Background: an optimization exercise with open tools, aiming at small area and a short achievable clock period. Do not read the settings as production practice. Function was checked by simulation only, so behaviour that the tests miss may differ from the original. No activity file was given, so power comes from the tool's default toggle rates.

== the baseline ==
==> flow/design.v (excerpt) <==
module ws2812b_frame_feeder
#(
    parameter int LEDCOUNT = 36,
    parameter int ADDR_W   = 6,
    parameter int FPS_DIV  = 90000
) (
    input  logic               clk,
    input  logic               resetn,
    input  logic               wr_en,
    input  logic [ADDR_W-1:0]  wr_addr,
    input  logic [PIXEL_W-1:0] wr_data,
    input  logic               commit,
    output logic               bitstream_available,
    output logic [PIXEL_W-1:0] bitstream,
    input  logic               bitstream_read,
    output logic               frame_busy,
    output logic               frame_done,
    output logic               commit_pending,
    output logic               frame_overrun
);
    localparam logic [16:0] TICK_SEED = 17'h1ffff;
    localparam logic [16:0] TICK_PRE  = 17'h1b6e1;
    logic [16:0] r_lfsr;
    logic        r_tick;
    logic        r_busy;
    logic        r_load;
    logic        r_avail;
    logic        r_front;
    logic        r_pending;
    logic        r_done;
    logic        r_overrun;
    logic [LEDCOUNT-1:0] r_sel;    
    logic [PIXEL_W-1:0] r_bitstream;
    logic        w_start;
    logic        w_swap;
    logic        w_fetch;
    logic        w_take;
    logic        w_last;
    logic [PIXEL_W-1:0] w_rd_data;
    assign w_start = !r_busy && r_tick;
    assign w_swap  = w_start && (r_pending || commit);
    assign w_fetch = r_busy && !r_load && !r_avail;
    assign w_take  = r_avail && bitstream_read;
    assign w_last  = w_take && r_sel[LEDCOUNT-1];
    always_ff @(posedge clk) begin
        if (!resetn || r_tick) begin
            r_lfsr <= TICK_SEED;
        end else begin
            r_lfsr <= {r_lfsr[15:0], r_lfsr[16] ^ r_lfsr[13]};
        end
    end
    always_ff @(posedge clk) begin
        if (!resetn) begin
            r_tick    <= 1'b0;
            r_busy    <= 1'b0;
            r_load    <= 1'b0;
            r_avail   <= 1'b0;
            r_front   <= 1'b0;
            r_pending <= 1'b0;
            r_done    <= 1'b0;
            r_overrun <= 1'b0;
        end else begin
            r_tick    <= (r_lfsr == TICK_PRE);
            r_load    <= w_fetch;
            r_done    <= w_last;
  ...
Size: about 3,100 cells after synthesis, ~64 I/O pins, about 66,000 µm² of cells after synthesis.
Settings: LEC_CHECK=0, CAP_MARGIN=20, CORE_MARGIN=2, CORE_UTILIZATION=75, CTS_CLUSTER_DIAMETER=100, CTS_CLUSTER_SIZE=26, SETUP_SLACK_MARGIN=2.8, SLEW_MARGIN=20, SYNTH_HIERARCHICAL=1; clock period 5.0 ns.
standard.sh (not shown) runs the stock make flow with config.mk's settings and CLKGATE_MAP_FILE= SYNTH_SCRIPT=/design/flow/synth_recipe.tcl, a recipe that flattens the netlist after the stock synthesis.
==> flow/flow/run.sh <==
#!/bin/bash
# The standard layout (standard.sh), with two of its steps given other options:
# ports are buffered with buf_4 cells, and clock tree synthesis adds no dummy loads.
set -euo pipefail
export BUFFER_PORTS_ARGS="-inputs -outputs -buffer_cell sky130_fd_sc_hd__buf_4"
export CTS_ARGS="-sink_clustering_enable -repair_clock_nets -dont_use_dummy_load -sink_clustering_size 26 -sink_clustering_max_diameter 100"
bash standard.sh > standard.log 2>&1
## Diff of input files: the candidate against the baseline
Settings: SETUP_SLACK_MARGIN now 2.9, was 2.8.
### Flow results
Every run (the baseline and the candidate) finished clean. The candidate vs. the baseline: clock skew shrank by 0.0068 ns; core utilization climbed 0.17 points; final cell count without fillers barely changed; average via count per standard cell comparable. Clock edge transition at the registers on the reported setup and hold paths essentially unchanged between the baseline and the candidate. Compared with the baseline, in the candidate overall power after layout did not really move, clock power did not really move, hold slack did not really move.

* * *

Starting RTL as in the previous note.
==> flow/config.mk <==
export PLATFORM = sky130hd
export DESIGN_NAME = ws2812b_frame_feeder
export DESIGN_NICKNAME = ws2812b_frame_feeder
export VERILOG_FILES = /design/flow/design.v
export SDC_FILE = /design/flow/constraint.sdc
export NUM_CORES = 4
export LEC_CHECK = 0
export CAP_MARGIN = 20
export CORE_MARGIN = 2
export CORE_UTILIZATION = 75
export CTS_CLUSTER_DIAMETER = 100
export CTS_CLUSTER_SIZE = 18
export SETUP_SLACK_MARGIN = 2.9
export SLEW_MARGIN = 20
export SYNTH_HIERARCHICAL = 1
==> flow/constraint.sdc <==
create_clock -name core_clock -period 5.0 [get_ports {clk}]
set_input_delay 1.0000 -clock core_clock [delete_from_list [all_inputs] [get_ports {clk}]]
set_output_delay 1.0000 -clock core_clock [all_outputs]
set_load 0.01 [all_outputs]
==> flow/flow/run.sh <==
#!/bin/bash
# The standard layout (standard.sh), with two of its steps given other options:
# ports are buffered with buf_4 cells, and clock tree synthesis adds no dummy
# loads and drives the flip-flops from clkbuf_8 leaf buffers.
set -euo pipefail
export BUFFER_PORTS_ARGS="-inputs -outputs -buffer_cell sky130_fd_sc_hd__buf_4"
export CTS_ARGS="-sink_clustering_enable -repair_clock_nets -dont_use_dummy_load -sink_clustering_size 18 -sink_clustering_max_diameter 100 -sink_clustering_buffer sky130_fd_sc_hd__clkbuf_8"
bash standard.sh > standard.log 2>&1
Then changed:
==> flow/flow/run.sh (replaced) <==
#!/bin/bash
# The standard layout (standard.sh), with two of its steps given other options:
# ports are buffered with buf_4 cells, and clock tree synthesis adds no dummy
# loads and drives the flip-flops from clkbuf_8 leaf buffers.
set -euo pipefail
export BUFFER_PORTS_ARGS="-inputs -outputs -buffer_cell sky130_fd_sc_hd__buf_4"
export CTS_ARGS="-sink_clustering_enable -repair_clock_nets -dont_use_dummy_load -sink_clustering_size 20 -sink_clustering_max_diameter 100 -sink_clustering_buffer sky130_fd_sc_hd__clkbuf_8"
bash standard.sh > standard.log 2>&1
- CTS_CLUSTER_SIZE: 18 -> 20
- SETUP_SLACK_MARGIN: 2.9 -> 3.0
The changed run finished clean.
Maximum frequency stays flat.
Worst setup slack stays flat.
Clock power goes down by a few percent.
Cell count barely changes.
Power drops slightly.

==> static timing again, ports no longer ideal <==
Ports are ideal in the flow. The routed layouts listed here were re-timed in OpenROAD.
Step 1 (the two cells are an assumption about what drives the block):
set clk [get_ports {clk}]
set_driving_cell -lib_cell sky130_fd_sc_hd__clkbuf_16 $clk
set_driving_cell -lib_cell sky130_fd_sc_hd__buf_2 [delete_from_list [all_inputs] $clk]
Step 2 adds t to the input delays and takes it off the output delays; t is the mean of the earliest and latest rising clock arrival at the registers after step 1. Input paths then give back, and output paths get back, about the clock's delay inside the block.
a / b / c = ideal ports / drivers / drivers and shift; a / b = the first two.
run | t (ns) | slack for setup (ns) | hold WS [ns] | slew at the worst register clock pin (ns)
the baseline | 0.728 | 2.839 / 2.773 / 2.386 | 0.430 / 0.401 / 0.430 | 0.10 / 0.10
the candidate | 0.728 | 2.862 / 2.795 / 2.395 | 0.431 / 0.404 / 0.431 | 0.10 / 0.10
the first run of note 2 | 0.737 | 2.806 / 2.733 / 2.422 | 0.435 / 0.395 / 0.435 | 0.11 / 0.11
the second run of note 2 | 0.740 | 2.809 / 2.737 / 2.400 | 0.434 / 0.400 / 0.434 | 0.12 / 0.12
After both steps every run listed still meets setup and hold. For the candidate, which loses most, drivers alone change the setup slack by -0.067 ns; drivers and shift together by -0.467 ns.
